From an optimization exercise on the open Yosys and OpenROAD flow, aimed at small area and a short achievable clock period; shortcuts taken in it are not production practice. Function was checked by simulation only, so behaviour that the tests miss may differ from the original. Power figures rest on the tool's default switching activity, not on a simulated workload.

--- flow/design.v ---
`default_nettype none
package noc_ni_pkg;
   typedef enum logic [1:0]
   {
      flit_idle = 2'b00,    
      flit_head = 2'b01,
      flit_body = 2'b10,
      flit_tail = 2'b11
   } flit_type_t;
   typedef enum logic [1:0]
   {
      dest_pass_req  = 2'b00,
      dest_pass_rep  = 2'b01,
      dest_local_req = 2'b10,
      dest_local_rep = 2'b11
   } dest_fifo_t;
   typedef struct packed
   {
      logic [3:0] dest_node;    
      logic [1:0] spare;
      logic [4:0] cmd;          
      logic [4:0] misc;
   } head_flit_t;
   typedef union packed
   {
      head_flit_t  head;
      logic [15:0] body;
   } flit_u;
   typedef struct packed
   {
      flit_type_t ctrl;    
      flit_u      flit;
   } ni_entry_t;
   typedef logic [4:0] cmd_t;
   localparam cmd_t wbrep         = 5'b10000;
   localparam cmd_t c2hinvrep     = 5'b10001;
   localparam cmd_t flushrep      = 5'b10010;
   localparam cmd_t atflurep      = 5'b10011;
   localparam cmd_t shrep         = 5'b11000;
   localparam cmd_t exrep         = 5'b11001;
   localparam cmd_t sh_exrep      = 5'b11010;
   localparam cmd_t scflurep      = 5'b11100;
   localparam cmd_t instrep       = 5'b10100;
   localparam cmd_t c2cinvrep     = 5'b11011;
   localparam cmd_t nackrep       = 5'b10101;
   localparam cmd_t flushfail_rep = 5'b10110;
   localparam cmd_t wbfail_rep    = 5'b10111;
   function automatic logic [3:0] rep_msg_flits(input cmd_t cmd);
      case (cmd)
         atflurep, wbrep:
            rep_msg_flits = 4'd11;    
         exrep, shrep, instrep, sh_exrep:
            rep_msg_flits = 4'd9;
         nackrep, flushrep, c2hinvrep, flushfail_rep, wbfail_rep:
            rep_msg_flits = 4'd3;
         default:
            rep_msg_flits = 4'd1;     
      endcase
   endfunction
   function automatic logic [2:0] flit_info(input logic [15:0] flit);
      logic [3:0] len;
      len       = rep_msg_flits(flit[9:5]);
      flit_info = {flit[15:12] == 4'd4, len[3], len[1]};
   endfunction
endpackage
`default_nettype wire
`default_nettype none
module flit_fifo
#(
   parameter int width     = 18,
   parameter bit port_copy = 1'b0    
)
(
   input  wire              clk,
   input  wire              reset,
   input  wire              wr_en,
   input  wire [width-1:0]  wr_data,
   input  wire              rd_en,
   output logic [width-1:0] rd_data,
   output logic [2:0]       peek_info,    
   output logic             empty,
   output logic             full,
   output logic             not_empty_q,    
   output logic             not_full_q,
   output logic [4:0]       used_slots_q
);
   localparam int ram_depth = 15;
   logic [width-1:0] head_q;
   logic [width-1:0] mem [ram_depth];
   logic [4:0]       count;
   logic             cnt0, cnt1;    
   logic [width-1:0] ram_out;
   logic [4:0] cnt_inc, cnt_dec;
   assign cnt_inc[0] = !count[0];
   assign cnt_inc[1] = count[1] ^ count[0];
   assign cnt_inc[2] = count[2] ^ (count[1] & count[0]);
   assign cnt_inc[3] = count[3] ^ (count[2] & count[1] & count[0]);
   assign cnt_inc[4] = count[4] ^ (count[3] & count[2] & count[1] & count[0]);
   assign cnt_dec[0] = !count[0];
   assign cnt_dec[1] = count[1] ^ !count[0];
   assign cnt_dec[2] = count[2] ^ !(count[1] | count[0]);
   assign cnt_dec[3] = count[3] ^ !(count[2] | count[1] | count[0]);
   assign cnt_dec[4] = count[4] ^ !(count[3] | count[2] | count[1] | count[0]);
   always_ff @(posedge clk)
   begin
      if (reset)
      begin
         count <= '0;
         cnt0  <= 1'b1;
         cnt1  <= 1'b0;
      end
      else if (wr_en != rd_en)
      begin
         count <= rd_en ? cnt_dec : cnt_inc;
         cnt0  <= rd_en && cnt1;
         cnt1  <= rd_en ? (count == 5'd2) : cnt0;
      end
   end
   always_ff @(posedge clk)
   begin
      if (wr_en && !cnt0)
      begin
         mem[0] <= wr_data;
         for (int i = 1; i < ram_depth; i++)
            mem[i] <= mem[i - 1];
      end
   end
   always_comb
   begin
      ram_out = '0;
      for (int i = 0; i < ram_depth; i++)
         ram_out = ram_out | ({width{count == 5'(i + 2)}} & mem[i]);
   end
   logic             take;    
   logic [width-1:0] head_d;
   assign take   = rd_en || cnt0;
   assign head_d = (!cnt0 && !cnt1 && rd_en) ? ram_out : wr_data;
   always_ff @(posedge clk)
   begin
      if (take)
         head_q <= head_d;
   end
   logic [width-1:0] next_flit;
   logic [3:0]       next_len;
   assign next_flit = (cnt0 || cnt1) ? wr_data : ram_out;
   assign next_len  = noc_ni_pkg::rep_msg_flits(next_flit[9:5]);
   assign peek_info = {next_flit[15:12] == 4'd4, next_len[3], next_len[1]};
   if (port_copy)
   begin : g_port
      logic [width-1:0] port_q;
      always_ff @(posedge clk)
      begin
         port_q <= (rd_en || (cnt0 && wr_en)) ? head_d : head_q;
      end
      assign rd_data = port_q;
   end
   else
   begin : g_head
      assign rd_data = head_q;
   end
   assign empty = cnt0;
   assign full  = count[4];
   logic [4:0] used_q;
   logic [4:0] used_inc, used_dec;
   assign used_inc[0] = !used_q[0];
   assign used_inc[1] = used_q[1] ^ used_q[0];
   assign used_inc[2] = used_q[2] ^ (used_q[1] & used_q[0]);
   assign used_inc[3] = used_q[3] ^ (used_q[2] & used_q[1] & used_q[0]);
   assign used_inc[4] = used_q[4] ^ (used_q[3] & used_q[2] & used_q[1] & used_q[0]);
   assign used_dec[0] = !used_q[0];
   assign used_dec[1] = used_q[1] ^ !used_q[0];
   assign used_dec[2] = used_q[2] ^ !(used_q[1] | used_q[0]);
   assign used_dec[3] = used_q[3] ^ !(used_q[2] | used_q[1] | used_q[0]);
   assign used_dec[4] = used_q[4] ^ !(used_q[3] | used_q[2] | used_q[1] | used_q[0]);
   always_ff @(posedge clk)
   begin
      if (reset)
      begin
         used_q      <= '0;
         not_empty_q <= 1'b0;
         not_full_q  <= 1'b1;
      end
      else if (wr_en != rd_en)
      begin
         used_q      <= rd_en ? used_dec : used_inc;
         not_empty_q <= !(rd_en && cnt1);
         not_full_q  <= rd_en || !(count == 5'd15);
      end
   end
   assign used_slots_q = used_q;
endmodule
`default_nettype wire
`default_nettype none
module ring_receive
(
   input  wire         clk,
   input  wire         reset,
   input  wire [1:0]   ctrl_in,
   input  wire [15:0]  flit_in,
   input  wire [1:0]   dest_fifo_in,
   input  wire         en_in_req_deq,
   input  wire         en_in_rep_deq,
   input  wire         pass_req_pop,
   input  wire         pass_rep_pop,
   output logic [16:0] pass_req_head,
   output logic [15:0] pass_rep_head,
   output logic [2:0]  pass_req_peek,
   output logic [2:0]  pass_rep_peek,
   output logic        pass_req_empty,
   output logic        pass_rep_empty,
   output logic [17:0] deq_req_data,
   output logic [17:0] deq_rep_data,
   output logic        req_rdy,
   output logic        rep_rdy,
   output logic        en_pass_req,
   output logic        en_pass_rep,
   output logic        en_local_req,
   output logic        en_local_rep,
   output logic [4:0]  used_slots_pass_rep
);
   logic [3:0] wr_en;
   logic [3:0] empty_q;
   logic [3:0] ne_port;    
   logic [3:0] nf_port;
   for (genvar i = 0; i < 4; i++)
   begin : g_wr
      assign wr_en[i] = (ctrl_in != 2'b00) && (dest_fifo_in == 2'(i));
   end
   flit_fifo #(.width(17)) u_pass_req
   (
      .clk        (clk),
      .reset      (reset),
      .wr_en      (wr_en[0]),
      .wr_data    ({ctrl_in[0], flit_in}),
      .rd_en      (pass_req_pop),
      .rd_data    (pass_req_head),
      .peek_info  (pass_req_peek),
      .empty      (empty_q[0]),
      .full       (),
      .not_empty_q (ne_port[0]),
      .not_full_q  (nf_port[0]),
      .used_slots_q ()
   );
   flit_fifo #(.width(16)) u_pass_rep
   (
      .clk        (clk),
      .reset      (reset),
      .wr_en      (wr_en[1]),
      .wr_data    (flit_in),
      .rd_en      (pass_rep_pop),
      .rd_data    (pass_rep_head),
      .peek_info  (pass_rep_peek),
      .empty      (empty_q[1]),
      .full       (),
      .not_empty_q (ne_port[1]),
      .not_full_q  (nf_port[1]),
      .used_slots_q (used_slots_pass_rep)
   );
   flit_fifo #(.width(18), .port_copy(1)) u_local_req
   (
      .clk        (clk),
      .reset      (reset),
      .wr_en      (wr_en[2]),
      .wr_data    ({ctrl_in, flit_in}),
      .rd_en      (en_in_req_deq),
      .rd_data    (deq_req_data),
      .peek_info  (),
      .empty      (empty_q[2]),
      .full       (),
      .not_empty_q (ne_port[2]),
      .not_full_q  (nf_port[2]),
      .used_slots_q ()
   );
   flit_fifo #(.width(18), .port_copy(1)) u_local_rep
   (
      .clk        (clk),
      .reset      (reset),
      .wr_en      (wr_en[3]),
      .wr_data    ({ctrl_in, flit_in}),
      .rd_en      (en_in_rep_deq),
      .rd_data    (deq_rep_data),
      .peek_info  (),
      .empty      (empty_q[3]),
      .full       (),
      .not_empty_q (ne_port[3]),
      .not_full_q  (nf_port[3]),
      .used_slots_q ()
   );
   assign pass_req_empty = empty_q[0];
   assign pass_rep_empty = empty_q[1];
   assign req_rdy        = ne_port[2];
   assign rep_rdy        = ne_port[3];
   assign en_pass_req  = nf_port[0];
   assign en_pass_rep  = nf_port[1];
   assign en_local_req = nf_port[2];
   assign en_local_rep = nf_port[3];
endmodule
`default_nettype wire
`default_nettype none
module ring_transmit_arbiter
(
   input  wire         clk,
   input  wire         reset,
   input  wire [16:0]  pass_req_head,
   input  wire [15:0]  pass_rep_head,
   input  wire [16:0]  inj_req_head,
   input  wire [15:0]  inj_rep_head,
   input  wire [2:0]   pass_req_peek,
   input  wire [2:0]   pass_rep_peek,
   input  wire [2:0]   inj_req_peek,
   input  wire [2:0]   inj_rep_peek,
   input  wire         pass_req_empty,
   input  wire         pass_rep_empty,
   input  wire         inj_req_empty,
   input  wire         inj_rep_empty,
   input  wire         en_local_req_in,
   input  wire         en_local_rep_in,
   input  wire         en_pass_req_in,
   input  wire         en_pass_rep_in,
   input  wire [4:0]   used_slots_pass_rep_in,
   output logic        pass_req_pop,
   output logic        pass_rep_pop,
   output logic        inj_req_pop,
   output logic        inj_rep_pop,
   output logic [1:0]  ctrl_out,
   output logic [15:0] flit_out,
   output logic [1:0]  dest_fifo_out
);
   localparam logic [3:0] next_node = 4'd4;
   logic [15:0] pay  [4];
   logic [2:0]  peek [4];
   logic [3:0]  ne;           
   logic [3:0]  to_next_q;    
   logic [1:0]  lh_q [2];     
   logic [3:0]  rem_pr, rem_ir;    
   logic        mid_pr, mid_ir;    
   logic        first_pq, first_iq;
   logic [3:0]  held;         
   logic        locked;
   logic        lock_local;   
   logic [3:0]  sel;
   logic [3:0]  loc;
   logic [3:0]  pop_s;
   logic        pop;
   logic        credit_ok;
   logic [1:0]  ctrl_s [4];
   assign pay[0]  = pass_rep_head;
   assign pay[1]  = inj_rep_head;
   assign pay[2]  = pass_req_head[15:0];
   assign pay[3]  = inj_req_head[15:0];
   assign peek[0] = pass_rep_peek;
   assign peek[1] = inj_rep_peek;
   assign peek[2] = pass_req_peek;
   assign peek[3] = inj_req_peek;
   assign ne      = {!inj_req_empty, !pass_req_empty, !inj_rep_empty, !pass_rep_empty};
   assign held   = {!first_iq, !first_pq, mid_ir, mid_pr};
   assign locked = |held;
   always_ff @(posedge clk)
   begin
      for (int s = 0; s < 4; s++)
      begin
         if (pop_s[s] || !ne[s])
            to_next_q[s] <= peek[s][2];
      end
      for (int s = 0; s < 2; s++)
      begin
         if (pop_s[s] || !ne[s])
            lh_q[s] <= peek[s][1:0];
      end
   end
   function automatic logic [1:0] rep_ctrl(input logic mid, input logic [3:0] rem);
      rep_ctrl = !mid ? 2'b01 : (rem == 4'd1) ? 2'b11 : 2'b10;
   endfunction
   assign ctrl_s[0] = rep_ctrl(mid_pr, rem_pr);
   assign ctrl_s[1] = rep_ctrl(mid_ir, rem_ir);
   assign ctrl_s[2] = first_pq ? 2'b01 : {1'b1, pass_req_head[16]};
   assign ctrl_s[3] = first_iq ? 2'b01 : {1'b1, inj_req_head[16]};
   always_comb
   begin
      if (locked)
         sel = held;
      else if (ne[0])
         sel = 4'b0001;
      else if (ne[1])
         sel = 4'b0010;
      else if (ne[2])
         sel = 4'b0100;
      else
         sel = 4'b1000;
   end
   assign loc = locked ? {4{lock_local}} : to_next_q;
   logic ok11, ok9, ok3, ok1;
   logic [4:0] u;
   assign u    = used_slots_pass_rep_in;
   assign ok1  = !u[4];
   assign ok3  = !u[4] && !(u[3] && u[2] && u[1]);
   assign ok9  = !u[4] && !u[3];
   assign ok11 = !u[4] && !u[3] && !(u[2] && u[1]);
   always_comb
   begin
      case (lh_q[1])
         2'b11:   credit_ok = ok11;
         2'b10:   credit_ok = ok9;
         2'b01:   credit_ok = ok3;
         default: credit_ok = ok1;
      endcase
      if (mid_ir || loc[1])
         credit_ok = 1'b1;
   end
   assign pop_s[0] = sel[0] && ne[0] && (loc[0] ? en_local_rep_in : en_pass_rep_in);
   assign pop_s[1] = sel[1] && ne[1] && (loc[1] ? en_local_rep_in : en_pass_rep_in) && credit_ok;
   assign pop_s[2] = sel[2] && ne[2] && (loc[2] ? en_local_req_in : en_pass_req_in);
   assign pop_s[3] = sel[3] && ne[3] && (loc[3] ? en_local_req_in : en_pass_req_in);
   assign pop      = |pop_s;
   assign pass_rep_pop = pop_s[0];
   assign inj_rep_pop  = pop_s[1];
   assign pass_req_pop = pop_s[2];
   assign inj_req_pop  = pop_s[3];
   function automatic logic [3:0] dec4(input logic [3:0] x);
      dec4[0] = !x[0];
      dec4[1] = x[1] ^ !x[0];
      dec4[2] = x[2] ^ !(x[1] | x[0]);
      dec4[3] = x[3] ^ !(x[2] | x[1] | x[0]);
   endfunction
   logic [3:0] rem_pr_nx, rem_ir_nx;
   assign rem_pr_nx = mid_pr ? dec4(rem_pr) : {lh_q[0][1], 1'b0, lh_q[0][0], 1'b0};
   assign rem_ir_nx = mid_ir ? dec4(rem_ir) : {lh_q[1][1], 1'b0, lh_q[1][0], 1'b0};
   always_ff @(posedge clk)
   begin
      if (reset)
      begin
         rem_pr   <= 4'd0;
         rem_ir   <= 4'd0;
         mid_pr   <= 1'b0;
         mid_ir   <= 1'b0;
         first_pq <= 1'b1;
         first_iq <= 1'b1;
      end
      else
      begin
         if (pop_s[0])
         begin
            rem_pr <= rem_pr_nx;
            mid_pr <= rem_pr_nx != 4'd0;
         end
         if (pop_s[1])
         begin
            rem_ir <= rem_ir_nx;
            mid_ir <= rem_ir_nx != 4'd0;
         end
         if (pop_s[2])
            first_pq <= !first_pq && pass_req_head[16];    
         if (pop_s[3])
            first_iq <= !first_iq && inj_req_head[16];
      end
   end
   always_ff @(posedge clk)
   begin
      if (!locked)
         lock_local <= |(sel & to_next_q);
   end
   logic [1:0]  sel_ctrl;
   logic [15:0] sel_pay;
   logic        sel_loc;
   always_comb
   begin
      sel_ctrl = '0;
      sel_pay  = '0;
      sel_loc  = 1'b0;
      for (int s = 0; s < 4; s++)
      begin
         sel_ctrl = sel_ctrl | ({2{sel[s]}} & ctrl_s[s]);
         sel_pay  = sel_pay  | ({16{sel[s]}} & pay[s]);
         sel_loc  = sel_loc  | (sel[s] & loc[s]);
      end
   end
   always_ff @(posedge clk)
   begin
      if (reset)
         ctrl_out <= 2'b00;
      else
         ctrl_out <= pop ? sel_ctrl : 2'b00;
   end
   always_ff @(posedge clk)
   begin
      flit_out      <= sel_pay;
      dest_fifo_out <= {sel_loc, !sel[2] && !sel[3]};
   end
endmodule
`default_nettype wire
`default_nettype none
module network_interface
(
   input  wire         clk,
   input  wire         reset,
   input  wire [1:0]   ctrl_in,
   input  wire [15:0]  flit_in,
   input  wire [1:0]   dest_fifo_in,
   output logic        en_pass_req,
   output logic        en_pass_rep,
   output logic        en_local_req,
   output logic        en_local_rep,
   output logic [4:0]  used_slots_pass_rep,
   input  wire [17:0]  enq_req_data,
   input  wire [17:0]  enq_rep_data,
   input  wire         en_out_req_enq,
   input  wire         en_out_rep_enq,
   output logic        out_req_rdy,
   output logic        out_rep_rdy,
   output logic [17:0] deq_req_data,
   output logic [17:0] deq_rep_data,
   output logic        req_rdy,
   output logic        rep_rdy,
   input  wire         en_in_req_deq,
   input  wire         en_in_rep_deq,
   input  wire         en_local_req_in,
   input  wire         en_local_rep_in,
   input  wire         en_pass_req_in,
   input  wire         en_pass_rep_in,
   input  wire [4:0]   used_slots_pass_rep_in,
   output logic [1:0]  ctrl_out,
   output logic [15:0] flit_out,
   output logic [1:0]  dest_fifo_out
);
   logic [16:0] pass_req_head, inj_req_head;
   logic [15:0] pass_rep_head, inj_rep_head;
   logic [2:0]  pass_req_peek, inj_req_peek;    
   logic [2:0]  pass_rep_peek, inj_rep_peek;
   logic      pass_req_empty, pass_rep_empty;
   logic      inj_req_empty, inj_rep_empty;
   logic      inj_req_nf, inj_rep_nf;
   logic      pass_req_pop, pass_rep_pop;
   logic      inj_req_pop, inj_rep_pop;
   assign out_req_rdy = inj_req_nf;
   assign out_rep_rdy = inj_rep_nf;
   ring_receive u_receive
   (
      .clk                 (clk),
      .reset               (reset),
      .ctrl_in             (ctrl_in),
      .flit_in             (flit_in),
      .dest_fifo_in        (dest_fifo_in),
      .en_in_req_deq       (en_in_req_deq),
      .en_in_rep_deq       (en_in_rep_deq),
      .pass_req_pop        (pass_req_pop),
      .pass_rep_pop        (pass_rep_pop),
      .pass_req_head       (pass_req_head),
      .pass_rep_head       (pass_rep_head),
      .pass_req_peek       (pass_req_peek),
      .pass_rep_peek       (pass_rep_peek),
      .pass_req_empty      (pass_req_empty),
      .pass_rep_empty      (pass_rep_empty),
      .deq_req_data        (deq_req_data),
      .deq_rep_data        (deq_rep_data),
      .req_rdy             (req_rdy),
      .rep_rdy             (rep_rdy),
      .en_pass_req         (en_pass_req),
      .en_pass_rep         (en_pass_rep),
      .en_local_req        (en_local_req),
      .en_local_rep        (en_local_rep),
      .used_slots_pass_rep (used_slots_pass_rep)
   );
   flit_fifo #(.width(17)) u_inj_req
   (
      .clk        (clk),
      .reset      (reset),
      .wr_en      (en_out_req_enq),
      .wr_data    ({enq_req_data[16], enq_req_data[15:0]}),
      .rd_en      (inj_req_pop),
      .rd_data    (inj_req_head),
      .peek_info  (inj_req_peek),
      .empty      (inj_req_empty),
      .full       (),
      .not_empty_q (),
      .not_full_q  (inj_req_nf),
      .used_slots_q ()
   );
   flit_fifo #(.width(16)) u_inj_rep
   (
      .clk        (clk),
      .reset      (reset),
      .wr_en      (en_out_rep_enq),
      .wr_data    (enq_rep_data[15:0]),
      .rd_en      (inj_rep_pop),
      .rd_data    (inj_rep_head),
      .peek_info  (inj_rep_peek),
      .empty      (inj_rep_empty),
      .full       (),
      .not_empty_q (),
      .not_full_q  (inj_rep_nf),
      .used_slots_q ()
   );
   ring_transmit_arbiter u_transmit
   (
      .clk                    (clk),
      .reset                  (reset),
      .pass_req_head          (pass_req_head),
      .pass_rep_head          (pass_rep_head),
      .inj_req_head           (inj_req_head),
      .inj_rep_head           (inj_rep_head),
      .pass_req_peek          (pass_req_peek),
      .pass_rep_peek          (pass_rep_peek),
      .inj_req_peek           (inj_req_peek),
      .inj_rep_peek           (inj_rep_peek),
      .pass_req_empty         (pass_req_empty),
      .pass_rep_empty         (pass_rep_empty),
      .inj_req_empty          (inj_req_empty),
      .inj_rep_empty          (inj_rep_empty),
      .en_local_req_in        (en_local_req_in),
      .en_local_rep_in        (en_local_rep_in),
      .en_pass_req_in         (en_pass_req_in),
      .en_pass_rep_in         (en_pass_rep_in),
      .used_slots_pass_rep_in (used_slots_pass_rep_in),
      .pass_req_pop           (pass_req_pop),
      .pass_rep_pop           (pass_rep_pop),
      .inj_req_pop            (inj_req_pop),
      .inj_rep_pop            (inj_rep_pop),
      .ctrl_out               (ctrl_out),
      .flit_out               (flit_out),
      .dest_fifo_out          (dest_fifo_out)
   );
endmodule
`default_nettype wire
`default_nettype none
module noc_ring_ni
(
   input  wire        clk,
   input  wire        reset,
   input  wire [1:0]  ctrl_in,
   input  wire [15:0] flit_in,
   input  wire [1:0]  dest_fifo_in,
   output wire        en_pass_req,
   output wire        en_pass_rep,
   output wire        en_local_req,
   output wire        en_local_rep,
   output wire [4:0]  used_slots_pass_rep,
   input  wire [17:0] enq_req_data,
   input  wire [17:0] enq_rep_data,
   input  wire        en_out_req_enq,
   input  wire        en_out_rep_enq,
   output wire        out_req_rdy,
   output wire        out_rep_rdy,
   output wire [17:0] deq_req_data,
   output wire [17:0] deq_rep_data,
   output wire        req_rdy,
   output wire        rep_rdy,
   input  wire        en_in_req_deq,
   input  wire        en_in_rep_deq,
   input  wire        en_local_req_in,
   input  wire        en_local_rep_in,
   input  wire        en_pass_req_in,
   input  wire        en_pass_rep_in,
   input  wire [4:0]  used_slots_pass_rep_in,
   output wire [1:0]  ctrl_out,
   output wire [15:0] flit_out,
   output wire [1:0]  dest_fifo_out
);
   network_interface u_ni
   (
      .clk                    (clk),
      .reset                  (reset),
      .ctrl_in                (ctrl_in),
      .flit_in                (flit_in),
      .dest_fifo_in           (dest_fifo_in),
      .en_pass_req            (en_pass_req),
      .en_pass_rep            (en_pass_rep),
      .en_local_req           (en_local_req),
      .en_local_rep           (en_local_rep),
      .used_slots_pass_rep    (used_slots_pass_rep),
      .enq_req_data           (enq_req_data),
      .enq_rep_data           (enq_rep_data),
      .en_out_req_enq         (en_out_req_enq),
      .en_out_rep_enq         (en_out_rep_enq),
      .out_req_rdy            (out_req_rdy),
      .out_rep_rdy            (out_rep_rdy),
      .deq_req_data           (deq_req_data),
      .deq_rep_data           (deq_rep_data),
      .req_rdy                (req_rdy),
      .rep_rdy                (rep_rdy),
      .en_in_req_deq          (en_in_req_deq),
      .en_in_rep_deq          (en_in_rep_deq),
      .en_local_req_in        (en_local_req_in),
      .en_local_rep_in        (en_local_rep_in),
      .en_pass_req_in         (en_pass_req_in),
      .en_pass_rep_in         (en_pass_rep_in),
      .used_slots_pass_rep_in (used_slots_pass_rep_in),
      .ctrl_out               (ctrl_out),
      .flit_out               (flit_out),
      .dest_fifo_out          (dest_fifo_out)
   );
endmodule
`default_nettype wire
--- flow/run.sh ---
#!/bin/bash
# synth_recipe.tcl (not shown) runs the flow's synth.tcl, then flattens the netlist and writes it again
# the make line also repeats each setting of config.mk as NAME=value (left out here)
make -C /OpenROAD-flow-scripts/flow DESIGN_CONFIG=/design/flow/config.mk WORK_HOME=/design/flow/orfs CLKGATE_MAP_FILE= SYNTH_SCRIPT=/design/flow/synth_recipe.tcl finish
--- flow/config.mk ---
export PLATFORM = sky130hd
export DESIGN_NAME = noc_ring_ni
export DESIGN_NICKNAME = noc_ring_ni
export VERILOG_FILES = /design/flow/design.v
export SDC_FILE = /design/flow/constraint.sdc
export NUM_CORES = 4
export LEC_CHECK = 0
export CAP_MARGIN = 20
export CORE_MARGIN = 2
export CORE_UTILIZATION = 80
export CTS_CLUSTER_DIAMETER = 70
export CTS_CLUSTER_SIZE = 22
export SETUP_SLACK_MARGIN = 4.35
export SLEW_MARGIN = 20
--- flow/constraint.sdc ---
create_clock -name core_clock -period 7.0 [get_ports {clk}]
set_input_delay 1.4000 -clock core_clock [delete_from_list [all_inputs] [get_ports {clk}]]
set_output_delay 1.4000 -clock core_clock [all_outputs]
set_load 0.01 [all_outputs]
==> results of run 1 <==
## sequential cells by signal (all words and copies together), names as in the netlist, 16 cells and up
| name | cells |
|---|---|
| u_ni.u_receive.u_pass_req.head_q | 17 |
| u_ni.u_inj_req.mem | 255 |
| u_ni.u_inj_rep.mem | 240 |
| u_ni.u_inj_rep.head_q | 16 |
| u_ni.u_receive.u_pass_req.mem | 255 |
| u_ni.u_inj_req.head_q | 17 |
| u_ni.u_receive.u_local_rep.mem | 270 |
| u_ni.u_receive.u_pass_rep.head_q | 16 |
| u_ni.u_receive.u_local_req.g_port.port_q | 18 |
| u_ni.u_receive.u_local_req.head_q | 18 |
| u_ni.u_receive.u_pass_rep.mem | 240 |
| u_ni.u_transmit.flit_out | 16 |
| u_ni.u_receive.u_local_rep.head_q | 18 |
| u_ni.u_receive.u_local_req.mem | 270 |
| u_ni.u_receive.u_local_rep.g_port.port_q | 18 |
## power by group
part	switching (mW)	leakage (nW)	internal, mW
clock network	3.30	1.26	2.55
registers	0.427	16.2	12.0
logic	1.55	6.62	0.828
total	5.28	24.0	15.4
## cell usage after synthesis (8+ instances only)
master,number,area share [%]
or2_2,10,0.096
nor3b_1,13,0.15
a221oi_1,44,0.59
a21oi_1,115,0.88
buf_2,54,0.41
clkbuf_1,116,0.67
inv_1,21,0.12
or3_1,9,0.086
ha_1,10,0.19
nor2b_1,11,0.11
xnor2_1,18,0.24
nor3_1,63,0.48
nand2_1,169,0.97
a31oi_1,10,0.096
mux2_2,55,0.95
nand3_1,82,0.63
a22o_1,38,0.51
xor2_1,19,0.25
nor2_2,10,0.096
and2_1,16,0.15
dfxtp_1,123,3.8
nor2_1,217,1.2
nand3b_1,11,0.13
nand4_1,88,0.84
o21ai_0,26,0.20
nand2b_1,26,0.25
and3_1,34,0.33
mux2i_1,28,0.43
edfxtp_1,1641,75
a2111oi_0,10,0.13
a22oi_1,551,6.3
o22a_1,36,0.48
a222oi_1,62,0.95
nor4_1,12,0.11
buf_4,8,0.092
## cells in the final DEF, fill, tap and decap left out, types with 42 or more instances in the layout
master,instances
buf_2,51
clkbuf_16,99
nand2_1,156
nor3_1,47
a21oi_1,107
nor2_1,163
mux2_2,52
a22oi_1,544
nand4_1,88
edfxtp_1,1641
dfxtp_1,72
nand3_1,81
buf_4,218
nor2_4,42
clkbuf_1,68
clkdlybuf4s50_1,47
a221oi_1,43
a222oi_1,62
## logic make-up (layout without fill, tap and decap cells)
logic type / after synthesis / count (layout)
compound gates: 955 / 955
other cells: 0 / 6
xor+xnor: 37 / 37
buf+inv: 211 / 610
simple gates: 812 / 821
mux: 86 / 86
fa+ha+maj: 10 / 10
flops: 1764 / 1764
## area by class of cell
cell class	instances	area (um^2)	share of cell area, %
antenna	6	15.0	0.0204
sequential	1764	51800	70.4
tap	1060	1330	1.80
clock inverter	4	38.8	0.0527
multi-input combinational	1909	13800	18.8
timing repair buffer	421	3870	5.25
clock buffer	162	2610	3.54
inverter	23	104	0.141
## critical path, stage by stage, from the launching register on
cell and delay, ns:
dfxtp_4 0.38, nand3b_1 0.29, buf_4 0.21, nor2_2 0.18, buf_6 0.28, a22oi_1 0.13
nand4_1 0.20, mux2i_2 0.13, buf_4 0.18, ha_1 0.33, nor3_1 0.08, a221oi_1 0.27
o21ai_1 0.12
## how the worst min path moves through the flow
stage / startpoint / end
after floorplan: u_ni.u_inj_req.head_q[0]$_DFFE_PP_ / u_ni.u_transmit.flit_out[0]$_DFF_P_
after global placement: u_ni.u_inj_rep.mem[1][9]$_DFFE_PP_ / u_ni.u_inj_rep.mem[2][9]$_DFFE_PP_
after detailed placement: u_ni.u_receive.u_pass_rep.mem[5][9]$_DFFE_PP_ / u_ni.u_receive.u_pass_rep.mem[6][9]$_DFFE_PP_
after CTS: u_ni.u_receive.u_pass_req.mem[6][10]$_DFFE_PP_ / u_ni.u_receive.u_pass_req.mem[7][10]$_DFFE_PP_
after global routing: u_ni.u_receive.u_pass_req.mem[6][10]$_DFFE_PP_ / u_ni.u_receive.u_pass_req.mem[7][10]$_DFFE_PP_
final: u_ni.u_receive.u_pass_req.mem[6][10]$_DFFE_PP_ / u_ni.u_receive.u_pass_req.mem[7][10]$_DFFE_PP_
## per-layer routing
layer	vias up	part of all wire, %	GRT usage, %
li1	16500	-	-
met1	20600	30	56.0
met2	5417	46	69.8
met3	1268	16	10.8
met4	8	8.5	26.6
met5	-	0.025	0
## metrics by stage
stage,hold WS (ns),setup WS (ns),cells,TNS [ns]
6_report,0.443,3.96,5349,0
5_1_grt,0.446,3.95,5345,0
4_1_cts,0.444,4.17,5303,0
3_5_place_dp,0.425,2.23,4980,0
3_3_place_gp,0.421,2.36,4978,0
2_1_floorplan,0.416,-2.96,3875,-1075.22
## what timing repair did
action,CTS,global route
gates resized for setup,513,169
buffers inserted,140,34
hold buffers,0,0
cloned,17,6
setup endpoints to repair,1861,1222
pin swaps,41,25
==> out/results.tsv, run 1 <==
metric	value	unit
status	complete, no violations	
complex-gate fraction of the synthesized area	11.0	%
Synth cell types	83	
Vias/cell	8.18	
Fmax	329	MHz
net count after synthesis	3956	
Post-synth EDFFs	1641	
post-synthesis sequential area ratio	79.2	%
Die X-Extent	290	um
CTS buffer count	90	
Starting Density	80.9	%
Critical Path RT	7.45	ns
Avg WL per Cell	36.1	um
maximum vdd ir drop	0.253	mV
syn_area_per_cell	16.9	um^2
initial antenna violation count	9	
drt total wl	193	mm
Slew HR	14.0	%
Leakage	24.0	nW
Post-DP HPWL	99.4	mm
startpoint class of the critical path	flop	
YS warnings	11	
number of fill cells	2531	
Initial DRT Pass Iterations	10	
adder-cell share of the synthesized area	0.192	%
Post-Synth XOR/XNOR Area	0.496	%
Worst Reg-to-Reg Cells	12	
Top FF cell, synth	edfxtp_1	
Final min period	3.04	ns
pin count of the biggest net entering global routing	121	
vias in the first global route	41200	
crit path max fanout	15	
placed cell area	68200	um^2
count of final max-slew check failures	0	
num rows	104	
synthesized area	65300	um^2
I/O pin cnt	140	
Worst Hold Depth	0	
Worst EP arrival	3.48	ns
reg2reg end	u_ni.u_transmit.lh_q[1][1]$_SDFFCE_PN0P_	
root buf cell	clkbuf_16	
Critical R2R Launch	u_ni.u_inj_rep.count[4]$_SDFFE_PP0P_	
gr ovfl total	0	
min-delay worst type	reg -> reg	
Design Area, Final	73600	um^2
multiplexer share of the synthesized area	1.47	%
final core utilization	91.3	%
CTS clock-pin slew for the worst setup and hold paths	0.10	ns
die height	290	um
Hold Fails Final Rpt	0	
Async SR Flop Fraction	0	%
Area Growth Syn to Fin	12.8	%
H-tree Lvls	3	
crit path kind	reg -> reg	
CP Capture Point	u_ni.u_transmit.lh_q[1][1]$_SDFFCE_PN0P_	
Worst-Margin Slew	1.29	ns
CTS tree	yes	
CP endpoint kind	flop	
clk latency of the worst-skew pair	0.69	ns
Maximum Capacitance Violations	0	
Synth Register Bits	1764	
remaining antenna violation count after routing	0	
Setup crit start	u_ni.u_inj_rep.count[4]$_SDFFE_PP0P_	
initial DRC count	9643	
fin crit share	43.4	%
total core area	80700	um^2
share of layout cells above drive strength 1	18.7	%
Final setup viols	0	
# port buffers	135	
clock tree sinks	1764	
Mapped Cells	3875	
Die ar.	83900	um^2
PwrDens	281	nW/um^2
clock skew after layout	0.0278	ns
fin nets	4290	
Post-Synth Simple-Gate Area	6.26	%
largest family of logic cells by synthesized area	compound AO/OA/AOI/OAI gates	
global-route wire length before repair	267	mm
DR vias	43700	
total design power	20.7	mW
drt drc	0	
Total Routing Usage GR	44.0	%
RSZ-0062 raised after global routing	true	
GPL Wtd Cong	0.921	
Reg2Reg Setup Slack	3.96	ns
Max Root-Sink Buffers	3	
==> run 2: changes to the inputs <==
--- a/flow/config.mk
+++ b/flow/config.mk
@@ -7,8 +7,8 @@
 export LEC_CHECK = 0
 export CAP_MARGIN = 20
 export CORE_MARGIN = 2
-export CORE_UTILIZATION = 80
-export CTS_CLUSTER_DIAMETER = 70
-export CTS_CLUSTER_SIZE = 22
-export SETUP_SLACK_MARGIN = 4.35
+export CORE_UTILIZATION = 75
+export CTS_CLUSTER_DIAMETER = 80
+export CTS_CLUSTER_SIZE = 20
+export SETUP_SLACK_MARGIN = 4.3
 export SLEW_MARGIN = 20
==> run 2 against run 1 <==
Against the previous run: wire length fell by 11%; still clean; die area rose by 6.6%; worst setup slack improved by 0.10 ns; first-iteration DRC count fell by 23%; highest routed layer unchanged; cell count rose by 1.8%; sequential cell count did not move; sequential share of layout area fell by 0.11 points; core utilization fell by 6.0 points; clock skew fell by 0.0061 ns; largest power group unchanged; critical path type unchanged.
==> out/results.tsv, run 2 <==
metric	value	unit	change
Leakage	24.0	nW	about the same
adder-cell share of the synthesized area	0.192	%	unchanged
post-synthesis sequential area ratio	79.2	%	unchanged
Sw Share	24.7	%	was 25.5%
Die X-Extent	299	um	was 290 um
Maximum Capacitance Violations	0		unchanged
total core area	86500	um^2	was 80700 um^2
max layer used	met5		unchanged
P_int	15.6	mW	was 15.4 mW
Critical Path RT	7.45	ns	about the same
Mapped Cells	3875		unchanged
top flop regs	u_ni.u_receive.u_local_rep.mem (270), u_ni.u_receive.u_local_req.mem (270)		unchanged
placed cell area	68500	um^2	was 68200 um^2
Top FF cell, synth	edfxtp_1		unchanged
fin nets	4278		was 4290
H-tree Lvls	3		unchanged
reg2reg end	u_ni.u_transmit.lh_q[0][1]$_SDFFCE_PN0P_		was u_ni.u_transmit.lh_q[1][1]$_SDFFCE_PN0P_
most numerous cell in the Yosys netlist	edfxtp_1		unchanged
crit path buf inv count	2		was 3
Worst-Margin Slew	1.23	ns	was 1.29 ns
Fmax	341	MHz	was 329 MHz
clock tree sinks	1764		unchanged
Final setup viols	0		unchanged
clk latency of the worst-skew pair	0.71	ns	was 0.69 ns
cell family with most CP delay	simple AND/OR/NAND/NOR gates		unchanged
Post-Synth XOR/XNOR Area	0.496	%	unchanged
Hold Fails Final Rpt	0		unchanged
sw power	5.11	mW	was 5.28 mW
RSZ-0062 raised after global routing	true		unchanged
Comb pwr share	11.0	%	was 11.5%
pin count of the biggest net entering global routing	166		was 121
largest family of logic cells by synthesized area	compound AO/OA/AOI/OAI gates		unchanged
Synth top area share	75.5	%	unchanged
vias in the first global route	39700		was 41200
Worst Reg-to-Reg Cells	14		was 12
Async SR Flop Fraction	0	%	unchanged
post-synth top area cell	edfxtp_1		unchanged
maximum vdd ir drop	0.234	mV	was 0.253 mV
Multi-input gate area	13700	um^2	was 13800 um^2
number of fill cells	3805		was 2531
CTS buffer count	98		was 90
initial DRC count	7377		was 9643
# port buffers	135		unchanged
most frequent cells in the layout	edfxtp_1, a22oi_1, buf_4		unchanged
Vias/cell	7.53		was 8.18
met2 routed WL	81.3	mm	was 89.0 mm
crit path max fanout	14		was 15
Final min period	2.94	ns	was 3.04 ns
share of layout cells above drive strength 1	17.4	%	was 18.7%
drt drc	0		unchanged
CTS clock-pin slew for the worst setup and hold paths	0.09	ns	was 0.10 ns
Reg2Reg Setup Slack	4.06	ns	was 3.96 ns
complex-gate fraction of the synthesized area	11.0	%	unchanged
Max Root-Sink Buffers	3		unchanged
CP endpoint kind	flop		unchanged
count of final max-slew check failures	0		unchanged
gr ovfl total	0		unchanged
multiplexer share of the synthesized area	1.47	%	unchanged
fin crit share	41.9	%	was 43.4%
Critical R2R Launch	u_ni.u_receive.u_pass_rep.count[0]$_SDFFE_PP0P_		was u_ni.u_inj_rep.count[4]$_SDFFE_PP0P_
CP Capture Point	u_ni.u_transmit.lh_q[0][1]$_SDFFCE_PN0P_		was u_ni.u_transmit.lh_q[1][1]$_SDFFCE_PN0P_
most common cell after layout, fill and taps aside	edfxtp_1		unchanged
Clock power frac	29.0	%	was 28.3%
remaining antenna violation count after routing	0		unchanged
min-delay worst type	reg -> reg		unchanged
CP Depth	14		was 12
setup ws final	4.06	ns	was 3.96 ns
Critical-path top delay cell	or3b_4		was dfxtp_4
GPL Wtd Cong	0.877		was 0.921
CP max stage delay	0.43	ns	was 0.38 ns
drt total wl	173	mm	was 193 mm
net count after synthesis	3956		unchanged
Post-Synth Simple-Gate Area	6.26	%	unchanged
DR vias	41000		was 43700
Hold-fix buffers, CTS	0		unchanged
wl on met1	57.7	mm	about the same
global-route wire length before repair	248	mm	was 267 mm
metal3 WL	22.3	mm	was 30.2 mm
synthesized area	65300	um^2	unchanged
top cells by area, synth	edfxtp_1, a22oi_1, dfxtp_1		unchanged
Flop pwr share	60.0	%	was 60.2%
startpoint class of the critical path	flop		unchanged
Initial DRT Pass Iterations	9		was 10
num rows	108		was 104
Total Routing Usage GR	37.5	%	was 44.0%
CTS tree	yes		unchanged
Avg WL per Cell	31.7	um	was 36.1 um
pre-CTS setup slack	2.27	ns	was 2.23 ns
YS warnings	11		unchanged
crit path kind	reg -> reg		unchanged
I/O pin cnt	140		unchanged
PwrDens	281	nW/um^2	about the same
clock skew after layout	0.0217	ns	was 0.0278 ns
Slew HR	18.0	%	was 14.0%
Die ar.	89400	um^2	was 83900 um^2
status	complete, no violations		unchanged
top post-synthesis cells by count	edfxtp_1, a22oi_1, nor2_1, nand2_1, dfxtp_1		unchanged
Reg area	51900	um^2	was 51800 um^2
initial antenna violation count	14		was 9
Post-synth EDFFs	1641		unchanged
Post-DP HPWL	96.3	mm	was 99.4 mm
root buf cell	clkbuf_16		unchanged
Area Growth Syn to Fin	13.0	%	was 12.8%
total design power	20.7	mW	about the same
Synth cell types	83		unchanged
Synth Register Bits	1764		unchanged
Starting Density	75.5	%	was 80.9%
syn_area_per_cell	16.9	um^2	unchanged
die height	299	um	was 290 um
Worst EP arrival	3.38	ns	was 3.48 ns
Design Area, Final	73800	um^2	was 73600 um^2
Setup crit start	u_ni.u_receive.u_pass_rep.count[0]$_SDFFE_PP0P_		was u_ni.u_inj_rep.count[4]$_SDFFE_PP0P_
CP cell instances	or3b_4 > nor2_2 > buf_8 > a22oi_1 > nand2_1 > nor2_2 > nand4_1 > buf_4 > mux2i_4 > ha_4 > and2_4 > mux2i_1 > nand4_1 > o31ai_1		was nand3b_1 > buf_4 > nor2_2 > buf_6 > a22oi_1 > nand4_1 > mux2i_2 > buf_4 > ha_1 > nor3_1 > a221oi_1 > o21ai_1
## run 2: cell counts after synthesis
Identical to the previous run, type by type.
## run 2: final cells by class
cell class / count / share of cell area (%)
sequential: 1764 / 70.3
clock inverter: 8 / 0.120
antenna: 7 / 0.0237
multi-input combinational: 1910 / 18.5
clock buffer: 178 / 3.76
timing repair buffer: 400 / 5.18
tap: 1155 / 1.96
inverter: 23 / 0.141
## run 2: kinds of logic (layout without fill, tap and decap cells)
family	count (synthesis)	count (layout)
mux	86	86
other cells	0	7
compound gates	955	955
flops	1764	1764
simple gates	812	822
xor+xnor	37	37
fa+ha+maj	10	10
buf+inv	211	609
## run 2: worst min-delay path by stage
stage                                                   startpoint                                             end  slack [ns]  depth (start not counted)
floorplan                       u_ni.u_inj_req.head_q[0]$_DFFE_PP_             u_ni.u_transmit.flit_out[0]$_DFF_P_        0.42                          2
global placement                u_ni.u_inj_rep.mem[1][9]$_DFFE_PP_              u_ni.u_inj_rep.mem[2][9]$_DFFE_PP_        0.42                          0
detailed placement              u_ni.u_inj_rep.mem[1][9]$_DFFE_PP_              u_ni.u_inj_rep.mem[2][9]$_DFFE_PP_        0.42                          0
CTS                 u_ni.u_receive.u_pass_req.mem[0][12]$_DFFE_PP_  u_ni.u_receive.u_pass_req.mem[1][12]$_DFFE_PP_        0.44                          0
global route        u_ni.u_receive.u_pass_req.mem[0][12]$_DFFE_PP_  u_ni.u_receive.u_pass_req.mem[1][12]$_DFFE_PP_        0.45                          0
finish              u_ni.u_receive.u_pass_req.head_q[15]$_DFFE_PP_            u_ni.u_transmit.flit_out[15]$_DFF_P_        0.44                          2
## run 2: what timing repair did
| item | CTS | global route |
|---|---|---|
| gates resized for setup | 458 | 111 |
| pin swaps | 44 | 20 |
| setup buffers | 117 | 31 |
| setup endpoints to repair | 1806 | 901 |
| gates cloned | 18 | 2 |
## run 2: power by group through the flow
stage               Clock (mW)  Sequential [mW]  Combinational, mW
floorplan                    0             12.5               1.13
detailed placement           0             12.6               1.90
global route              6.36             12.5               2.38
global placement             0             12.6               1.84
finish                    6.00             12.4               2.28
CTS                       6.00             12.4               2.12
## run 2: layer usage
layer / GRT usage [%] / up-vias
li1: - / 16500
met1: 49.4 / 20200
met2: 58.3 / 3626
met3: 9.05 / 725
met4: 21.5 / 10
met5: 0 / -
## run 2: worst register-to-register path: stages, from the launching register on
cell and delay, ns:
dfxtp_4 0.42, or3b_4 0.43, nor2_2 0.31, buf_8 0.24, a22oi_1 0.12, nand2_1 0.11
nor2_2 0.06, nand4_1 0.07, buf_4 0.16, mux2i_4 0.09, ha_4 0.32, and2_4 0.13
mux2i_1 0.07, nand4_1 0.08, o31ai_1 0.08
## run 2: through the flow
stage	TNS [ns]	instances	util [%]	hold slack (ns)
6_report	0	5445	85.3	0.436
5_1_grt	0	5439	85.3	0.453
4_1_cts	0	5404	84.8	0.439
3_5_place_dp	0	5083	79.2	0.423
3_3_place_gp	0	5077	79.1	0.419
2_1_floorplan	-1075.22	3875	-	0.416
==> run 3: changes to the inputs <==
--- a/flow/design.v
+++ b/flow/design.v
@@ -57,10 +57,11 @@
             rep_msg_flits = 4'd1;     
       endcase
    endfunction
-   function automatic logic [2:0] flit_info(input logic [15:0] flit);
-      logic [3:0] len;
-      len       = rep_msg_flits(flit[9:5]);
-      flit_info = {flit[15:12] == 4'd4, len[3], len[1]};
+   function automatic logic [1:0] len_bits(input cmd_t c);
+      len_bits[1] = c[4] && ((!c[3] && !c[2] && (c[1] == c[0]))
+                             || (!c[3] && c[2] && !c[1] && !c[0])
+                             || (c[3] && !c[2] && !(c[1] && c[0])));
+      len_bits[0] = c[4] && !c[3] && (!c[2] || c[1] || c[0]);
    endfunction
 endpackage
 `default_nettype wire
@@ -87,33 +88,38 @@
    localparam int ram_depth = 15;
    logic [width-1:0] head_q;
    logic [width-1:0] mem [ram_depth];
-   logic [4:0]       count;
    logic             cnt0, cnt1;    
    logic [width-1:0] ram_out;
-   logic [4:0] cnt_inc, cnt_dec;
-   assign cnt_inc[0] = !count[0];
-   assign cnt_inc[1] = count[1] ^ count[0];
-   assign cnt_inc[2] = count[2] ^ (count[1] & count[0]);
-   assign cnt_inc[3] = count[3] ^ (count[2] & count[1] & count[0]);
-   assign cnt_inc[4] = count[4] ^ (count[3] & count[2] & count[1] & count[0]);
-   assign cnt_dec[0] = !count[0];
-   assign cnt_dec[1] = count[1] ^ !count[0];
-   assign cnt_dec[2] = count[2] ^ !(count[1] | count[0]);
-   assign cnt_dec[3] = count[3] ^ !(count[2] | count[1] | count[0]);
-   assign cnt_dec[4] = count[4] ^ !(count[3] | count[2] | count[1] | count[0]);
+   logic [3:0]       lo_q;
+   logic [4:0]       hi_q;
+   function automatic logic occ_is(input logic [3:0] lo, input logic [4:0] hi, input int n);
+      occ_is = hi[n / 4] && lo[n % 4];
+   endfunction
    always_ff @(posedge clk)
    begin
       if (reset)
       begin
-         count <= '0;
-         cnt0  <= 1'b1;
-         cnt1  <= 1'b0;
+         lo_q <= 4'b0001;
+         hi_q <= 5'b00001;
+         cnt0 <= 1'b1;
+         cnt1 <= 1'b0;
       end
       else if (wr_en != rd_en)
       begin
-         count <= rd_en ? cnt_dec : cnt_inc;
-         cnt0  <= rd_en && cnt1;
-         cnt1  <= rd_en ? (count == 5'd2) : cnt0;
+         if (rd_en)
+         begin
+            lo_q <= {lo_q[0], lo_q[3:1]};
+            if (lo_q[0])
+               hi_q <= {1'b0, hi_q[4:1]};
+         end
+         else
+         begin
+            lo_q <= {lo_q[2:0], lo_q[3]};
+            if (lo_q[3])
+               hi_q <= {hi_q[3:0], 1'b0};
+         end
+         cnt0 <= rd_en && cnt1;
+         cnt1 <= rd_en ? occ_is(lo_q, hi_q, 2) : cnt0;
       end
    end
    always_ff @(posedge clk)
@@ -129,7 +135,7 @@
    begin
       ram_out = '0;
       for (int i = 0; i < ram_depth; i++)
-         ram_out = ram_out | ({width{count == 5'(i + 2)}} & mem[i]);
+         ram_out = ram_out | ({width{occ_is(lo_q, hi_q, i + 2)}} & mem[i]);
    end
    logic             take;    
    logic [width-1:0] head_d;
@@ -141,10 +147,8 @@
          head_q <= head_d;
    end
    logic [width-1:0] next_flit;
-   logic [3:0]       next_len;
    assign next_flit = (cnt0 || cnt1) ? wr_data : ram_out;
-   assign next_len  = noc_ni_pkg::rep_msg_flits(next_flit[9:5]);
-   assign peek_info = {next_flit[15:12] == 4'd4, next_len[3], next_len[1]};
+   assign peek_info = {next_flit[15:12] == 4'd4, noc_ni_pkg::len_bits(next_flit[9:5])};
    if (port_copy)
    begin : g_port
       logic [width-1:0] port_q;
@@ -159,7 +163,7 @@
       assign rd_data = head_q;
    end
    assign empty = cnt0;
-   assign full  = count[4];
+   assign full  = hi_q[4];
    logic [4:0] used_q;
    logic [4:0] used_inc, used_dec;
    assign used_inc[0] = !used_q[0];
@@ -184,7 +188,7 @@
       begin
          used_q      <= rd_en ? used_dec : used_inc;
          not_empty_q <= !(rd_en && cnt1);
-         not_full_q  <= rd_en || !(count == 5'd15);
+         not_full_q  <= rd_en || !occ_is(lo_q, hi_q, 15);
       end
    end
    assign used_slots_q = used_q;
==> run 3 against run 2 <==
Against the previous run: highest routed layer unchanged; critical path type unchanged; final area is 1.5% lower; maximum frequency is 4.1% higher; sequential cell count is 24 higher.
==> out/results.tsv, run 3 <==
metric	value	unit	change
Hold Path End	u_ni.u_receive.u_local_rep.mem[3][8]$_DFFE_PP_		was u_ni.u_transmit.flit_out[15]$_DFF_P_
Reg2Reg Setup Slack	4.18	ns	was 4.06 ns
RSZ-0062 raised after global routing	true		unchanged
status	complete, no violations		unchanged
Leakage	23.1	nW	was 24.0 nW
Initial DRT Pass Iterations	7		was 9
crit path buf inv count	4		was 2
startpoint class of the critical path	flop		unchanged
Worst Hold Depth	0		was 2
Maximum Capacitance Violations	0		unchanged
Final min period	2.82	ns	was 2.94 ns
CTS clock-pin slew for the worst setup and hold paths	0.09	ns	about the same
remaining antenna violation count after routing	0		unchanged
initial DRC count	6471		was 7377
placed cell area	68500	um^2	about the same
Worst Reg-to-Reg Cells	10		was 14
Post-synth EDFFs	1641		unchanged
Starting Density	75.7	%	was 75.5%
Final setup viols	0		unchanged
Multi-input gate area	13100	um^2	was 13700 um^2
total design power	19.8	mW	was 20.7 mW
count of final max-slew check failures	0		unchanged
Hold Fails Final Rpt	0		unchanged
Vias/cell	7.57		was 7.53
Post-DP HPWL	92.7	mm	was 96.3 mm
reg2reg end	u_ni.u_inj_req.head_q[15]$_DFFE_PP_		was u_ni.u_transmit.lh_q[0][1]$_SDFFCE_PN0P_
YS warnings	11		unchanged
total core area	86900	um^2	was 86500 um^2
Critical Path RT	7.45	ns	about the same
global-route wire length before repair	237	mm	was 248 mm
clock skew after layout	0.0241	ns	was 0.0217 ns
Design Area, Final	72700	um^2	was 73800 um^2
Slew HR	17.4	%	was 18.0%
crit path kind	reg -> reg		unchanged
Fmax	355	MHz	was 341 MHz
most frequent cells in the layout	edfxtp_1, a22oi_1, a22o_1		was edfxtp_1, a22oi_1, buf_4
Synth top area share	74.9	%	was 75.5%
final core utilization	83.6	%	was 85.3%
CP max stage delay	0.39	ns	was 0.43 ns
most common cell after layout, fill and taps aside	edfxtp_1		unchanged
Synth Register Bits	1788		was 1764
Hold-fix buffers, CTS	0		unchanged
gr ovfl total	0		unchanged
vias in the first global route	38000		was 39700
Async SR Flop Fraction	0	%	unchanged
top flop regs	u_ni.u_receive.u_local_rep.mem (270), u_ni.u_receive.u_local_req.mem (270)		unchanged
CP endpoint kind	flop		unchanged
share of layout cells above drive strength 1	13.0	%	was 17.4%
Area Growth Syn to Fin	10.5	%	was 13.0%
Synth cell types	82		was 83
fin crit share	40.3	%	was 41.9%
# port buffers	135		unchanged
Critical R2R Launch	u_ni.u_transmit.mid_ir$_SDFFE_PP0P_		was u_ni.u_receive.u_pass_rep.count[0]$_SDFFE_PP0P_
I/O pin cnt	140		unchanged
hold slack	0.444	ns	was 0.436 ns
CTS buffer count	99		was 98
drt drc	0		unchanged
most numerous cell in the Yosys netlist	edfxtp_1		unchanged
Worst-Margin Slew	1.24	ns	was 1.23 ns
Reg area	52300	um^2	was 51900 um^2
Worst EP arrival	3.27	ns	was 3.38 ns
maximum vdd ir drop	0.248	mV	was 0.234 mV
number of fill cells	3962		was 3805
Max Root-Sink Buffers	3		unchanged
min-delay worst type	reg -> reg		unchanged
crit path max fanout	8		was 14
die height	300	um	was 299 um
net count after synthesis	3883		was 3956
pin count of the biggest net entering global routing	106		was 166
Critical-path top delay cell	dfxtp_4		was or3b_4
PwrDens	272	nW/um^2	was 281 nW/um^2
post-synth top area cell	edfxtp_1		unchanged
root buf cell	clkbuf_16		unchanged
Mapped Cells	3806		was 3875
cell family with most CP delay	multiplexers		was simple AND/OR/NAND/NOR gates
Top FF cell, synth	edfxtp_1		unchanged
top cells by area, synth	edfxtp_1, a22oi_1, dfxtp_1		unchanged
initial antenna violation count	5		was 14
top post-synthesis cells by count	edfxtp_1, a22oi_1, clkbuf_1, dfxtp_1, a22o_1		was edfxtp_1, a22oi_1, nor2_1, nand2_1, dfxtp_1
syn_area_per_cell	17.3	um^2	was 16.9 um^2
Total Routing Usage GR	35.6	%	was 37.5%
Avg WL per Cell	31.4	um	was 31.7 um
clk latency of the worst-skew pair	0.71	ns	about the same
DR vias	39500		was 41000
CP cell instances	nor4bb_4 > buf_4 > buf_6 > mux2i_4 > mux2_4 > nand3_4 > nor2_4 > buf_12 > buf_16 > mux2_2		was or3b_4 > nor2_2 > buf_8 > a22oi_1 > nand2_1 > nor2_2 > nand4_1 > buf_4 > mux2i_4 > ha_4 > and2_4 > mux2i_1 > nand4_1 > o31ai_1
HP Start	u_ni.u_receive.u_local_rep.mem[2][8]$_DFFE_PP_		was u_ni.u_receive.u_pass_req.head_q[15]$_DFFE_PP_
Die ar.	90100	um^2	was 89400 um^2
num rows	108		unchanged
H-tree Lvls	3		unchanged
CTS tree	yes		unchanged
GPL Wtd Cong	0.898		was 0.877
synthesized area	65800	um^2	was 65300 um^2
fin nets	4042		was 4278
Die X-Extent	300	um	was 299 um
clock tree sinks	1788		was 1764
drt total wl	164	mm	was 173 mm
post-synthesis sequential area ratio	79.4	%	was 79.2%
-- run 3: worst max-delay path by stage --
| stage | depth (start not counted) | slack [ns] | end | start |
|---|---|---|---|---|
| after CTS | 10 | 4.22 | u_ni.u_inj_req.head_q[7]$_DFFE_PP_ | u_ni.u_transmit.mid_ir$_SDFFE_PP0P_ |
| after floorplan | 2 | -1.40 | u_ni.u_receive.u_local_req.mem[0][0]$_DFFE_PP_ | dest_fifo_in[0] |
| after global routing | 10 | 4.17 | u_ni.u_inj_req.head_q[4]$_DFFE_PP_ | u_ni.u_transmit.mid_ir$_SDFFE_PP0P_ |
| final | 10 | 4.18 | u_ni.u_inj_req.head_q[15]$_DFFE_PP_ | u_ni.u_transmit.mid_ir$_SDFFE_PP0P_ |
| after global placement | 4 | 2.44 | u_ni.u_receive.u_local_rep.mem[12][0]$_DFFE_PP_ | ctrl_in[0] |
| after detailed placement | 4 | 2.31 | u_ni.u_receive.u_local_rep.mem[6][3]$_DFFE_PP_ | ctrl_in[0] |
-- run 3: power breakdown --
group	switching, mW	internal (mW)	total (mW)
sequential	0.293	12.0	12.3
clock	3.29	2.73	6.03
combinational	0.872	0.534	1.41
-- run 3: logic make-up (layout without fill, tap and decap cells) --
kind of cell	Yosys count	in the layout	synth area share [%]
DFF	1788	1788	79.4
adders and majority gates	6	6	0.114
xor gates and xnor gates	2	2	0.0266
muxes	100	100	1.73
AOI/OAI and AO/OA	989	989	12.0
buffers and inverters	257	499	1.52
other	0	2	0
and+or+nand+nor	664	668	5.26
-- run 3: per-layer routing --
metal / vias to the layer above / track usage (%) / share of wire [%]
met3: 529 / 6.17 / 12
met2: 3306 / 56.9 / 47
li1: 16100 / - / -
met5: - / 0 / 0.019
met1: 19600 / 48.8 / 35
met4: 4 / 16.7 / 5.4
-- run 3: layout make-up --
type | count | area share (%)
sequential | 1788 | 71.9
multi-input combinational | 1765 | 18.0
clock buffer | 181 | 3.86
timing repair buffer | 279 | 3.95
tap | 1155 | 1.99
inverter | 32 | 0.182
clock inverter | 7 | 0.105
antenna | 2 | 0.00689
-- run 3: what timing repair did --
action | CTS | global route
endpoints found under the hold margin | 0 | 0
setup buffers | 35 | 21
cloned | 15 | 3
pin swaps | 12 | 8
resized for setup | 321 | 97
setup endpoints to repair | 1849 | 811
-- run 3: through the flow --
step / TNS (ns) / worst slack (ns) / std cells
final: 0 / 4.18 / 5209
after global placement: 0 / 2.44 / 4945
after global routing: 0 / 4.17 / 5208
after CTS: 0 / 4.22 / 5183
after detailed placement: 0 / 2.31 / 4945
after floorplan: -661.05 / -1.40 / 3806
==> run 4: changes to the inputs <==
--- a/flow/design.v
+++ b/flow/design.v
@@ -140,7 +140,7 @@
    logic             take;    
    logic [width-1:0] head_d;
    assign take   = rd_en || cnt0;
-   assign head_d = (!cnt0 && !cnt1 && rd_en) ? ram_out : wr_data;
+   assign head_d = (!cnt0 && !cnt1) ? ram_out : wr_data;    
    always_ff @(posedge clk)
    begin
       if (take)
==> run 4 against run 3 <==
Against the previous run: clock skew decreased by 0.0040 ns; combinational power is 64% higher; wire length increased by 1.1%; largest cell class unchanged; synthesized area is 0.81% higher; still clean on timing, DRC and antenna; clock power rose by 1%; core utilization is 0.77 points lower; final area up 0.31%; sequential cell count did not move; hold slack improved by 0.0051 ns; largest power group unchanged; sequential share of layout area fell by 0.22 points; highest routed layer unchanged; critical path type is now in -> reg.
==> out/results.tsv, run 4 <==
metric	value	unit	change
Leakage	22.8	nW	was 23.1 nW
top cells by area, synth	edfxtp_1, dfxtp_1, a22oi_1		was edfxtp_1, a22oi_1, dfxtp_1
global-route wire length before repair	244	mm	was 237 mm
Mapped Cells	3963		was 3806
die height	301	um	was 300 um
YS warnings	11		unchanged
remaining antenna violation count after routing	0		unchanged
GPL Wtd Cong	0.904		was 0.898
Worst EP arrival	3.18	ns	was 3.27 ns
RSZ-0062 raised after global routing	true		unchanged
synthesized area	66300	um^2	was 65800 um^2
post-route setup TNS	0	ns	unchanged
CTS clock-pin slew for the worst setup and hold paths	0.08	ns	was 0.09 ns
Area Growth Syn to Fin	9.93	%	was 10.5%
Critical Path RT	7.42	ns	was 7.45 ns
largest family of logic cells by synthesized area	compound AO/OA/AOI/OAI gates		unchanged
num rows	109		was 108
most numerous cell in the Yosys netlist	edfxtp_1		unchanged
clk latency of the worst-skew pair	0.69	ns	was 0.71 ns
net count after synthesis	4040		was 3883
Top FF cell, synth	edfxtp_1		unchanged
crit path kind	in -> reg		was reg -> reg
maximum vdd ir drop	0.299	mV	was 0.248 mV
total core area	88000	um^2	was 86900 um^2
Synth cell types	83		was 82
GR Util met3	6.92	%	was 6.17%
GR peak layer	met2		unchanged
fin nets	4147		was 4042
Placed Cells	5076		was 4945
Fmax	362	MHz	was 355 MHz
startpoint class of the critical path	input port		was flop
CP endpoint kind	flop		unchanged
pre-CTS setup slack	2.54	ns	was 2.31 ns
multiplexer share of the synthesized area	0.908	%	was 1.73%
status	complete, no violations		unchanged
Avg WL per Cell	31.1	um	was 31.4 um
Async SR Flop Fraction	0	%	unchanged
clock tree sinks	1788		unchanged
post-synthesis sequential area ratio	78.7	%	was 79.4%
Post-DP HPWL	95.5	mm	was 92.7 mm
crit path max fanout	8		unchanged
drt total wl	165	mm	was 164 mm
most common cell after layout, fill and taps aside	edfxtp_1		unchanged
complex-gate fraction of the synthesized area	14.2	%	was 12.0%
DR vias	40800		was 39500
Initial DRT Pass Iterations	10		was 7
Design Area, Final	72900	um^2	was 72700 um^2
vias in the first global route	39300		was 38000
gr ovfl total	0		unchanged
drt drc	0		unchanged
I/O pin cnt	140		unchanged
Post-Synth Simple-Gate Area	3.96	%	was 5.26%
CTS buffer count	99		unchanged
CTS tree	yes		unchanged
met2 Use GR	55.3	%	was 56.9%
pin count of the biggest net entering global routing	201		was 106
met1 Usage GRT	50.7	%	was 48.8%
Max Root-Sink Buffers	3		unchanged
hold slack	0.449	ns	was 0.444 ns
Post-synth EDFFs	1641		unchanged
number of fill cells	4200		was 3962
post-synth top area cell	edfxtp_1		unchanged
# port buffers	135		unchanged
H-tree Lvls	3		unchanged
most frequent cells in the layout	edfxtp_1, a22oi_1, a222oi_1		was edfxtp_1, a22oi_1, a22o_1
Hold Fails Final Rpt	0		unchanged
top flop regs	u_ni.u_receive.u_local_rep.mem (270), u_ni.u_receive.u_local_req.mem (270)		unchanged
Final setup viols	0		unchanged
Die ar.	90800	um^2	was 90100 um^2
initial antenna violation count	9		was 5
fin crit share	39.4	%	was 40.3%
top post-synthesis cells by count	edfxtp_1, a22oi_1, clkbuf_1, a222oi_1, nor2_1		was edfxtp_1, a22oi_1, clkbuf_1, dfxtp_1, a22o_1
PwrDens	288	nW/um^2	was 272 nW/um^2
share of layout cells above drive strength 1	11.3	%	was 13.0%
root buf cell	clkbuf_16		unchanged
Slew HR	23.9	%	was 17.4%
count of final max-slew check failures	0		unchanged
initial DRC count	7199		was 6471
Maximum Capacitance Violations	0		unchanged
Hold-fix buffers, CTS	0		unchanged
syn_area_per_cell	16.7	um^2	was 17.3 um^2
Starting Density	75.4	%	was 75.7%
setup ws final	4.24	ns	was 4.18 ns
Worst-Margin Slew	1.14	ns	was 1.24 ns
min-delay worst type	reg -> reg		unchanged
Vias/cell	7.67		was 7.57
Post-Synth XOR/XNOR Area	0.117	%	was 0.0266%
Total Routing Usage GR	35.9	%	was 35.6%
adder-cell share of the synthesized area	0.113	%	was 0.114%
placed cell area	68900	um^2	was 68500 um^2
Die X-Extent	301	um	was 300 um
post-route insts no fill	5325		was 5209
Synth top area share	74.3	%	was 74.9%
Final min period	2.76	ns	was 2.82 ns
clock skew after layout	0.0201	ns	was 0.0241 ns
Synth Register Bits	1788		unchanged
run 4: cells by family after synthesis:
group           after synthesis
flops                      1788
compound gates             1203
xor+xnor                      8
mux                          54
fa+ha+maj                     6
simple gates                562
buf+inv                     342
run 4: per-layer routing:
| layer | vias up | routed length, um |
|---|---|---|
| li1 | 16700 | - |
| met5 | - | 8 |
| met3 | 461 | 20800 |
| met4 | 2 | 8260 |
| met1 | 20200 | 58700 |
| met2 | 3488 | 77600 |
run 4: worst max-delay path: stages:
cell	delay [ns]
clkdlybuf4s50_1	1.22
nor2_1	0.12
a21oi_1	0.43
run 4: stage by stage:
stage / power [mW] / utilization (%)
after floorplan: 14.0 / -
after global placement: 14.9 / 78.4
after detailed placement: 15.0 / 78.4
after CTS: 20.9 / 82.6
after global routing: 21.5 / 82.9
final: 21.0 / 82.9
run 4: worst paths after layout:
check,slack [ns],to,cells after the start,start
setup / recovery,4.24,u_ni.u_receive.u_pass_rep.head_q[4]$_DFFE_PP_,3,flit_in[4]
hold / removal,0.45,u_ni.u_receive.u_pass_req.mem[2][10]$_DFFE_PP_,0,u_ni.u_receive.u_pass_req.mem[1][10]$_DFFE_PP_
setup reg to reg,4.29,u_ni.u_receive.u_pass_req.head_q[0]$_DFFE_PP_,4,u_ni.u_receive.u_pass_req.hi_q[3]$_SDFFE_PP0P_
hold reg to reg,0.45,u_ni.u_receive.u_pass_req.mem[2][10]$_DFFE_PP_,0,u_ni.u_receive.u_pass_req.mem[1][10]$_DFFE_PP_
run 4: area by class of cell:
cell class	instances	area, um^2	area share, %
Sequential cell	1788	52300	71.7
Clock inverter	1	16.3	0.0223
Antenna cell	4	10.0	0.0137
Inverter	65	282	0.386
Multi-Input combinational cell	1836	13200	18.0
Tap cell	1165	1460	2.00
Timing Repair Buffer	280	2770	3.80
Clock buffer	186	2930	4.02
run 4: timing repair:
action                     in CTS  in global routing
gates cloned                   10                  3
resized for setup             270                 72
pin swaps                      13                  6
setup endpoints to repair    1721                951
setup buffers                  31                 14
run 4: power by group:
group | internal, mW | switching, mW
clock | 2.83 | 3.28
sequential | 12.2 | 0.380
combinational | 0.819 | 1.49

afterwards: timing with drivers on the ports:
How much do the figures lean on ideal ports? The routed layouts below were timed once more, with nothing changed but the port constraints. Step 1 sets driving cells, clkbuf_16 on the clock port and buf_2 on the other inputs (assumed; they add their load-dependent delay and slew). Step 2 also shifts input and output timing later by t, the mid clock arrival at the registers, as if the neighbouring blocks saw the same clock. a / b / c = no drivers / after step 1 / after step 2; a / b = the first two.
| run | t, ns | setup WS [ns] | clock arrival spread, ns |
|---|---|---|---|
| run 1 | 0.754 | 3.963 / 3.963 / 3.499 | 0.031 / 0.031 |
| run 2 | 0.774 | 4.065 / 4.065 / 3.473 | 0.027 / 0.027 |
| run 3 | 0.770 | 4.181 / 4.181 / 3.556 | 0.028 / 0.028 |
| run 4 | 0.754 | 4.240 / 4.262 / 3.516 | 0.024 / 0.024 |
After both steps setup and hold are still met in every run listed. For run 4, which loses most, drivers alone change the setup slack by +0.022 ns; drivers and shift together by -0.724 ns.
